Background: an optimization exercise with open tools, aiming at a short achievable clock period. Do not read the settings as production practice. Only simulation tests tie the RTL to the original design; equivalence was not proved. No activity file was given, so power comes from the tool's default toggle rates.

// icmp_tx_top
module icmp_tx_top #(
    parameter logic [47:0] board_mac = 48'h00_11_22_33_44_55,
    parameter logic [31:0]  board_ip  = {8'd192, 8'd168, 8'd1, 8'd123}
) (
    input  logic        clk,
    input  logic        rst_n,
    input  logic        start,
    input  logic [47:0] req_dest_mac,
    input  logic [31:0] req_dest_ip,
    input  logic [15:0] req_icmp_id,
    input  logic [15:0] req_icmp_seq,
    input  logic [15:0] req_payload_len,
    input  logic [31:0] req_payload_sum,
    input  logic [7:0]  payload_data,
    output logic        busy,
    output logic        payload_rd,
    output logic        gmii_tx_en,
    output logic [7:0]  gmii_txd,
    output logic        tx_done
);
    icmp_tx_pkg::tx_request_t req;
    logic [50*8-1:0] hdr_img;
    logic        hdr_valid;
    logic        hdr_soon;
    logic        len_nz;
    logic [15:0] len_m1;
    logic        frame_end;
    logic        crc_upd;
    logic        crc_pay;
    logic        crc_shift;
    logic [7:0]  hdr_next;
    logic [31:0] crc_value;
    logic [31:0] crc_next;
    assign req.dest_mac    = req_dest_mac;
    assign req.dest_ip     = req_dest_ip;
    assign req.icmp_id     = req_icmp_id;
    assign req.icmp_seq    = req_icmp_seq;
    assign req.payload_len = req_payload_len;
    assign req.payload_sum = req_payload_sum;
    icmp_hdr_builder #(
        .board_mac (board_mac),
        .board_ip  (board_ip)
    ) hdr_builder0 (
        .clk        (clk),
        .rst_n      (rst_n),
        .start      (start),
        .req        (req),
        .frame_end  (frame_end),
        .busy       (busy),
        .hdr_img    (hdr_img),
        .hdr_soon   (hdr_soon),
        .hdr_valid  (hdr_valid),
        .len_nz     (len_nz),
        .len_m1     (len_m1)
    );
    gmii_frame_sequencer frame_seq0 (
        .clk          (clk),
        .rst_n        (rst_n),
        .hdr_img      (hdr_img),
        .hdr_soon     (hdr_soon),
        .hdr_valid    (hdr_valid),
        .len_nz       (len_nz),
        .len_m1       (len_m1),
        .payload_data (payload_data),
        .crc_value    (crc_value),
        .crc_next     (crc_next),
        .payload_rd   (payload_rd),
        .gmii_tx_en   (gmii_tx_en),
  ...
Size: about 2100 cells after synthesis.
Settings: LEC_CHECK=0, ABC_CLOCK_PERIOD_IN_PS=2300, CAP_MARGIN=20, CORE_MARGIN=2, CORE_UTILIZATION=60, PLACE_DENSITY=0.7, SETUP_SLACK_MARGIN=2.9, SLEW_MARGIN=20; clock period 5.2 ns.
run.sh (not shown) runs the stock make flow with config.mk's settings and CLKGATE_MAP_FILE= SYNTH_SCRIPT=/design/flow/synth_recipe.tcl, a recipe that flattens the netlist after the stock synthesis.
The baseline passed the timing, design-rule and antenna checks.
Then changed:
Settings changed: CORE_UTILIZATION 60 to 40, CTS_CLUSTER_DIAMETER from default to 150, CTS_CLUSTER_SIZE from default to 30, PLACE_DENSITY 0.7 to 0.6.
What happened:
- power falls by 14%
- wire length rose by 0.84%
- die area came out higher by 49%

---

icmp_tx_top, a different RTL version from the one above (not shown whole).
For scale: ~2100 cells after synthesis, roughly 670 flip-flops, about 180 I/O pins, roughly 0.026 mm² of cells after synthesis.
==> flow/config.mk <==
export PLATFORM = sky130hd
export DESIGN_NAME = icmp_tx_top
export DESIGN_NICKNAME = icmp_tx_top
export VERILOG_FILES = /design/flow/design.v
export SDC_FILE = /design/flow/constraint.sdc
export NUM_CORES = 4
export LEC_CHECK = 0
export ABC_CLOCK_PERIOD_IN_PS = 2300
export CAP_MARGIN = 20
export CORE_MARGIN = 2
export CORE_UTILIZATION = 40
export PLACE_DENSITY = 0.6
export SETUP_SLACK_MARGIN = 3.0
export SLEW_MARGIN = 20
==> flow/constraint.sdc <==
create_clock -name core_clock -period 5.2 [get_ports {clk}]
set_input_delay 1.0400 -clock core_clock [delete_from_list [all_inputs] [get_ports {clk}]]
set_output_delay 1.0400 -clock core_clock [all_outputs]
set_load 0.01 [all_outputs]
Next try:
ABC_CLOCK_PERIOD_IN_PS = 2000   (was 2300)
SETUP_SLACK_MARGIN = 3.2   (was 3.0)
SYNTH_HIERARCHICAL = 1   (was unset)
Outcome:
- The changed run finished with timing, DRC and antenna clean
- worst setup slack improved by 0.33 ns
- critical path depth stays the same
- cell area came out higher by 3.2%
- clock-buffer cell count grows by 6
- wire length rises by 2.7%
- hold slack is about the same
- synthesized area is higher by 3.4%
- total power climbs by 2.9%
- core utilization came out lower by 0.26 points
- register-to-register slack improved by 0.05 ns
- global-route usage drops by 0.50 points
Next try:
ABC_CLOCK_PERIOD_IN_PS = 2300   (was 2000)
SETUP_SLACK_MARGIN = 3.0   (was 3.2)
=>
- die area is unchanged
- sequential power stays flat
- worst setup slack is about the same
- synthesized area is unchanged
- count of clock-buffer cells in the layout is unchanged
- final area falls by 2.0%
- via count falls by 0.59%
- sequential share of layout area rises by 0.98 points
- cell count falls by 0.94%

---

Another version of the RTL of icmp_tx_top (not shown whole).
Size in the first run: ~2,700 cells after synthesis, roughly 800 flip-flops, ~180 I/O pins, roughly 0.034 sq mm of cells after synthesis.
make LEC_CHECK=0 CAP_MARGIN=20 CORE_MARGIN=2 CORE_UTILIZATION=40 PLACE_DENSITY=0.6 SLEW_MARGIN=20 finish   # period 5.2 ns
Change:
Settings changed: ABC_CLOCK_PERIOD_IN_PS set to 2200, SETUP_SLACK_MARGIN set to 3.0.
Outcome: Total power came out higher by about 16%. Worst hold slack improves by 0.022 ns. Setup slack gains 0.47 ns. Via count came out higher by about 6%. Synthesized cell count is unchanged. Area after synthesis is unchanged. Die area is unchanged. Sequential share of layout area drops by 4.5 points. Clock skew grows by 0.0098 ns. Wire length came out higher by 9.4%. Clock power grows by 5.4%.

what the ideal ports hide:
How much do the figures lean on ideal ports? The routed layouts below were timed once more, with nothing changed but the port constraints. Step 1: set_driving_cell puts a clkbuf_16 on clk and a buf_2 on each other input, an assumption about the parent block. Step 2 also shifts input and output timing later by t, the mid clock arrival at the registers, as if the neighbouring blocks saw the same clock. Slacks: no drivers / after step 1 / after step 2; pairs: no drivers / after step 1.
| run | t, ns | slack for setup (ns) | worst setup path after step 2 | clock arrival spread, ns |
|---|---|---|---|---|
| the first run of note 1 | 0.667 | 2.738 / 2.706 / 2.356 | input to register | 0.017 / 0.017 |
| the second run of note 1 | 0.655 | 2.747 / 2.685 / 2.382 | input to register | 0.031 / 0.031 |
| the first run of note 2 | 0.663 | 2.485 / 2.455 / 2.366 | input to register | 0.049 / 0.050 |
| the second run of note 2 | 0.661 | 2.814 / 2.772 / 2.451 | input to register | 0.033 / 0.033 |
| the third run of note 2 | 0.662 | 2.815 / 2.781 / 2.266 | input to register | 0.032 / 0.032 |
| the first run of note 3 | 0.698 | 1.567 / 1.541 / 1.541 | input to output | 0.029 / 0.028 |
| the second run of note 3 | 0.699 | 2.041 / 2.041 / 2.041 | register to register | 0.037 / 0.037 |
After both steps every run listed still meets setup and hold. For the third run of note 2, which loses most, drivers alone change the setup slack by -0.034 ns; drivers and shift together by -0.549 ns.
